From an optimization exercise on the open Yosys and OpenROAD flow, aimed at small area; shortcuts taken in it are not production practice.
Only the layout flow was run in this run; the RTL was not checked for function there.
Power and IR drop assume default switching activity.

==> design.v <==
module dm_dec4 (
   input  logic       en,
   input  logic [3:0] a,
   output logic [15:0] y_n
);
   always_comb
      for (int i = 0; i < 16; i++) y_n[i] = ~(en & (a == 4'(i)));
endmodule
module dm_dec4_all (
   input  logic       en,
   input  logic       all_n,
   input  logic [3:0] a,
   output logic [15:0] y_n
);
   always_comb
      for (int i = 0; i < 16; i++) y_n[i] = ~((en & (a == 4'(i))) | ~all_n);
endmodule
module dm_nor2 (input logic a, b, output logic y);
   assign y = ~(a | b);
endmodule
module dm_nand2 (input logic a, b, output logic y);
   assign y = ~(a & b);
endmodule
module dm_nand3 (input logic a, b, c, output logic y);
   assign y = ~(a & b & c);
endmodule
module dm_nand4 (input logic a, b, c, d, output logic y);
   assign y = ~(a & b & c & d);
endmodule
module dm_nor4 (input logic a, b, c, d, output logic y);
   assign y = ~(a | b | c | d);
endmodule
module dm_aoi222 (input logic d0, s0, d1, s1, d2, s2, output logic y_n);
   assign y_n = ~((d0 & s0) | (d1 & s1) | (d2 & s2));
endmodule
module dm_aoi22 (input logic d0, s0, d1, s1, output logic y_n);
   assign y_n = ~((d0 & s0) | (d1 & s1));
endmodule
module dm_rdcol (
   input  logic [255:0] d,
   input  logic [255:0] s,
   output logic         y
);
   logic [85:0] l1;    
   for (genvar g = 0; g < 84; g++) begin : g_a3
      dm_aoi222 u (.d0(d[3*g]), .s0(s[3*g]), .d1(d[3*g+1]), .s1(s[3*g+1]),
                   .d2(d[3*g+2]), .s2(s[3*g+2]), .y_n(l1[g]));
   end
   dm_aoi22 u_a2a (.d0(d[252]), .s0(s[252]), .d1(d[253]), .s1(s[253]), .y_n(l1[84]));
   dm_aoi22 u_a2b (.d0(d[254]), .s0(s[254]), .d1(d[255]), .s1(s[255]), .y_n(l1[85]));
   logic [21:0] l2;    
   for (genvar g = 0; g < 21; g++) begin : g_n4
      dm_nand4 u (.a(l1[4*g]), .b(l1[4*g+1]), .c(l1[4*g+2]), .d(l1[4*g+3]), .y(l2[g]));
   end
   dm_nand2 u_n2 (.a(l1[84]), .b(l1[85]), .y(l2[21]));
   logic [5:0] l3;     
   for (genvar g = 0; g < 5; g++) begin : g_r4
      dm_nor4 u (.a(l2[4*g]), .b(l2[4*g+1]), .c(l2[4*g+2]), .d(l2[4*g+3]), .y(l3[g]));
   end
   dm_nor2 u_r2 (.a(l2[20]), .b(l2[21]), .y(l3[5]));
   logic [1:0] l4;     
   dm_nand3 u_n3a (.a(l3[0]), .b(l3[1]), .c(l3[2]), .y(l4[0]));
   dm_nand3 u_n3b (.a(l3[3]), .b(l3[4]), .c(l3[5]), .y(l4[1]));
   assign y = l4[0] | l4[1];
endmodule
module dmem_responder (
   input  logic        clk,
   input  logic        rst,
   input  logic [15:0] mem_access_addr,
   input  logic [15:0] mem_write_data,
   input  logic        mem_write_en,
   input  logic        mem_read_en,
   output logic [15:0] mem_read_data,
   output logic        init_busy,
   output logic        wbuf_full,
   output logic [2:0]  wbuf_count,
   output logic        wbuf_overflow
);
   logic        run_q;
   logic [7:0]  clear_ptr_q;
   logic [2:0]  count_q;
   logic        overflow_q;
   logic        cleared_q;
   logic        pend_v_q;
   logic [7:0]  pend_addr_q;
   logic [15:0] pend_data_q;
   logic [15:0] mem_q [256];
   logic [7:0]  addr;
   logic        is_read, full, drain, enq, drop;
   assign addr    = mem_access_addr[7:0];
   assign is_read = mem_read_en & ~mem_write_en;
   assign full    = count_q[2];
   assign drain   = run_q && (count_q != 3'd0) && !is_read;
   assign enq     = mem_write_en && (!full || drain);
   assign drop    = mem_write_en && full && !drain;
   always_ff @(posedge clk or negedge rst) begin
      if (!rst) begin
         run_q       <= 1'b0;
         clear_ptr_q <= '0;
         count_q     <= '0;
         overflow_q  <= 1'b0;
         cleared_q   <= 1'b0;
         pend_v_q    <= 1'b0;
      end else begin
         if (!run_q) begin
            clear_ptr_q <= clear_ptr_q + 1'b1;
            if (clear_ptr_q == 8'hFF) run_q <= 1'b1;
         end
         if (enq && !drain) count_q <= count_q + 1'b1;
         else if (!enq && drain) count_q <= count_q - 1'b1;
         if (drop) overflow_q <= 1'b1;
         cleared_q <= 1'b1;
         pend_v_q  <= enq;
      end
   end
   always_ff @(posedge clk) begin
      pend_addr_q <= addr;
      pend_data_q <= mem_write_data;
   end
   logic [15:0]  wlo_n, whi_n;
   logic [255:0] wsel;
   logic [15:0]  wdata;
   dm_dec4_all u_wdec_lo (.en(1'b1),     .all_n(cleared_q), .a(pend_addr_q[3:0]), .y_n(wlo_n));
   dm_dec4_all u_wdec_hi (.en(pend_v_q), .all_n(cleared_q), .a(pend_addr_q[7:4]), .y_n(whi_n));
   for (genvar r = 0; r < 256; r++) begin : g_wsel
      dm_nor2 u (.a(wlo_n[r % 16]), .b(whi_n[r / 16]), .y(wsel[r]));
   end
   assign wdata = pend_data_q & {16{cleared_q}};
   always_ff @(posedge clk) begin
      for (int r = 0; r < 256; r++)
         if (wsel[r]) mem_q[r] <= wdata;
   end
   logic [15:0]  rlo_n, rhi_n;
   logic [255:0] rsel;
   logic [15:0]  arr_rd;
   dm_dec4 u_rdec_lo (.en(1'b1),      .a(addr[3:0]), .y_n(rlo_n));
   dm_dec4 u_rdec_hi (.en(cleared_q), .a(addr[7:4]), .y_n(rhi_n));
   for (genvar r = 0; r < 256; r++) begin : g_rsel
      dm_nor2 u (.a(rlo_n[r % 16]), .b(rhi_n[r / 16]), .y(rsel[r]));
   end
   for (genvar b = 0; b < 16; b++) begin : g_rcol
      logic [255:0] col;
      for (genvar r = 0; r < 256; r++) begin : g_c
         assign col[r] = mem_q[r][b];
      end
      dm_rdcol u (.d(col), .s(rsel), .y(arr_rd[b]));
   end
   assign mem_read_data = (pend_v_q && pend_addr_q == addr) ? pend_data_q : arr_rd;
   assign init_busy     = !run_q;
   assign wbuf_full     = full;
   assign wbuf_count    = count_q;
   assign wbuf_overflow = overflow_q;
endmodule
==> run.sh <==
#!/bin/bash
# synth_recipe.tcl (not shown) runs the flow's synth.tcl, then flattens the netlist and writes it again
# the make line also repeats each setting of config.mk as NAME=value (left out here)
make -C /OpenROAD-flow-scripts/flow DESIGN_CONFIG=/design/flow/config.mk WORK_HOME=/design/flow/orfs CLKGATE_MAP_FILE= SYNTH_SCRIPT=/design/flow/synth_recipe.tcl finish
==> config.mk <==
export PLATFORM = sky130hd
export DESIGN_NAME = dmem_responder
export DESIGN_NICKNAME = dmem_responder
export VERILOG_FILES = /design/flow/design.v
export SDC_FILE = /design/flow/constraint.sdc
export NUM_CORES = 4
export LEC_CHECK = 0
export CAP_MARGIN = 20
export CORE_MARGIN = 2
export CORE_UTILIZATION = 50
export SLEW_MARGIN = 20
export SYNTH_HIERARCHICAL = 1
==> constraint.sdc <==
create_clock -name core_clock -period 10.0 [get_ports {clk}]
set_input_delay 2.0000 -clock core_clock [delete_from_list [all_inputs] [get_ports {clk}]]
set_output_delay 2.0000 -clock core_clock [all_outputs]
set_load 0.01 [all_outputs]
==> flow_metrics.env <==
export IMPL_status="no timing/DRC/antenna violations"
export IMPL_ir_worst_vdd_mv=0.192
export IMPL_regArea_um2=124000
export IMPL_min_period_ns=9.86
export IMPL_cts_made_buffers=410
export IMPL_cts_tree="yes"
export IMPL_relSlewSlack_pct=17.2
export IMPL_drv_slew=0
export IMPL_cts_max_level=5
export IMPL_ys_async_sr_fraction_pct=0.363
export IMPL_synth_cell_types=38
export IMPL_drc_errors=0
export IMPL_synthFlopType="edfxtp_1"
export IMPL_fill_cells=20800
export IMPL_clockRootBuffer="clkbuf_16"
export IMPL_cts_setup_buffers=0
export IMPL_crit_path_start_kind="input pin"
export IMPL_setup_slack_ns=0.144
export IMPL_setup_tns_ns=0
export IMPL_hold_violations=0
export IMPL_wl_per_cell_um=34.9
export IMPL_grt_pass1_vias=77700
export IMPL_clk_latency_ns=0.98
export IMPL_layout_cells_most_common="edfxtp_1"
export IMPL_coreArea_um2=288000
export IMPL_layout_nets=7799
export IMPL_postCtsHoldBufs=0
export IMPL_place_area_um2=154000
export IMPL_final_cell_mix="edfxtp_1, a222oi_1, buf_4, nor2_1, clkbuf_16"
export IMPL_die_width_um=541
export IMPL_rows=197
export IMPL_post_route_period_util_pct=98.6
export IMPL_dr_total_vias=81200
export IMPL_syn_avg_cell_area_um2=21.5
export IMPL_tightest_slew_ns=1.24
export IMPL_pre_cts_slack_ns=0.369
export IMPL_end_kind="output port"
export IMPL_drt_iter0_markers=16400
export IMPL_multi_input_area_um2=20900
export IMPL_die_h_um=541
export IMPL_area_delta_synth_final_pct=16.2
export IMPL_clock_sinks=4135
export IMPL_p_leak_nw=55.4
export IMPL_yosysSeqAreaShare_pct=85.7
export IMPL_setup_viol=0
export IMPL_ant_nets=0
export IMPL_cts_resized=0
export IMPL_rsz0062_at_grt="false"
export IMPL_ys_seq_elements=4135
export IMPL_grt_overflow=0
export IMPL_start_util_pct=50.2
export IMPL_synth_edf_count=4096
export IMPL_synth_area_um2=144000
export IMPL_crit_type="input pin to output port"
export IMPL_wl_um=415000
export IMPL_critPathMaxFanout=16
export IMPL_design_area_um2=168000
export IMPL_gp_congestion=0.868
export IMPL_antenna_found_initial=21
export IMPL_arrival_ns=7.86
export IMPL_crit_required_ns=8.00
export IMPL_cts_clk_slew_worst_paths_ns=0.06
export IMPL_drv_cap=0
export IMPL_dr_pass1_iters=15
export IMPL_finClkSkew_ns=0.0762
export IMPL_yosysWarnings=10
export IMPL_grtUsageTotal_pct=27.7
export IMPL_via_per_inst=6.82
export IMPL_clockBufferDepth=4
export IMPL_drive_above_1_share_pct=17.8
export IMPL_postSynthCellCount=6703
export IMPL_grt_first_pass_wirelength_um=577000
export IMPL_grt_max_degree=209
export IMPL_fin_util_pct=58.4
export IMPL_hp_class="flip-flop to flip-flop"
export IMPL_p_total_mw=36.6
export IMPL_powerDensity_nw_per_um2=218
export IMPL_hpwl_um=256000
export IMPL_fmax_ghz=0.101
export IMPL_ios=58
export IMPL_dieArea_um2=293000
export IMPL_port_buffers=49
## cell type report
type                       instances  area share, %
sequential                      4135           73.8
multi-input combinational       2559           12.5
clock buffer                     507           6.37
timing repair buffer             646           3.09
tap                             3781           2.82
clock inverter                   249           1.46
inverter                           8         0.0179
antenna                           12         0.0179
## metal layers
layer	track usage [%]	wire length, um
met2	42.7	194000
met4	10.7	16700
met5	0	65
met1	39.4	156000
met3	5.19	49100
## modules after synthesis, one instance, submodules excluded
module / cell area (um2) / cells inside
dm_nor4: 12.5 / 1
dm_nor2: 3.75 / 1
dm_aoi222: 10.0 / 1
dm_nand2: 3.75 / 1
dmem_responder: 125000 / 4215
dm_rdcol: 6.26 / 1
dm_dec4_all: 214 / 29
dm_nand3: 5.00 / 1
dm_dec4: 123 / 23
dm_nand4: 6.26 / 1
dm_aoi22: 12.5 / 1
## worst paths after layout
path                                     from          endpoint  slack, ns  cells after the start
setup / recovery           mem_access_addr[7]  mem_read_data[7]       0.14                     12
hold / removal                     overflow_q        overflow_q       0.47                      1
setup reg to reg                    cleared_q      mem_q[19][7]       5.88                      4
hold reg to reg                    overflow_q        overflow_q       0.47                      1
max in group asynchronous                 rst         cleared_q       8.05                      1
min in group asynchronous                 rst        count_q[2]       1.47                      1
## logic make-up (layout without fill, tap and decap cells)
logic type               after synthesis  after routing  synth area share, %
AO/OA/AOI/OAI                       1411           1411                 9.77
XOR/XNOR                              18             18                0.109
adder cells (fa/ha/maj)                3              3               0.0312
buffers and inverters                 17           1410               0.0641
flip-flops                          4135           4135                 85.7
multiplexers                          18             18                0.140
other                                  1             21              0.00260
AND/OR/NAND/NOR                     1100           1100                 4.14
## flip-flops by register name, summed over array words and instances, names as in the netlist
name and flops:
pend_data_q 16, cleared_q 1, run_q 1, mem_q 4096, count_q 3, pend_addr_q 8
pend_v_q 1, clear_ptr_q 8, overflow_q 1
## Yosys cell counts, drive strengths merged (15+ instances only)
cell / n / area [um2]
a222oi: 1344 / 13500
a22oi: 32 / 400
and2: 17 / 106
dfrtp: 15 / 375
dfxtp: 24 / 480
edfxtp: 4096 / 123000
mux2: 18 / 203
nand2: 45 / 169
nand3: 46 / 230
nand4: 338 / 2110
nor2: 531 / 1990
nor4: 80 / 1000
o21a: 18 / 135
or2: 16 / 100
## metrics by stage
step	hold slack, ns	std cells
after floorplan	0.438	6711
after global placement	0.453	11100
after detailed placement	0.459	11100
after CTS	0.473	11900
after global routing	0.501	11900
final	0.468	11900
## report_power, final
| part | internal, mW | switching [mW] | total [mW] | leakage (nW) |
|---|---|---|---|---|
| Clock | 8.46 | 6.47 | 14.9 | 6.37 |
| Combinational | 0.218 | 1.05 | 1.27 | 9.04 |
| Sequential | 20.1 | 0.246 | 20.4 | 40.0 |
| Total | 28.8 | 7.77 | 36.6 | 55.4 |
## critical path, stage by stage
cell and delay, ns:
clkdlybuf4s50_1 0.72, and2b_2 0.30, nand2_1 0.76, nor2_1 0.36
buf_4 0.31, a222oi_1 0.79, nand4_1 0.29, nor4_2 0.62
nand3_1 0.44, or2_1 0.44, mux2_2 0.29, clkdlybuf4s50_1 0.48

## re-timing with driven ports
In the flow no input, the clock included, has a driving cell. The finished layout below was timed again as built, in two steps. Step 1 assumes that a clkbuf_16 drives the clock port and a buf_2 every other input. Step 2 also shifts input and output timing later by t, the mid clock arrival at the registers, as if the neighbouring blocks saw the same clock. Three values: no drivers, after step 1, after step 2; two values: the first two.
shift t [ns]: 1.052
slack for setup (ns): 0.144 / -0.073 / -0.073
worst hold slack (ns): 0.468 / 0.468 / 0.468
With both steps, setup timing fails in this run, where it was met with ideal ports. The setup slack of this run moves by -0.217 ns with the drivers and by -0.217 ns with both steps.
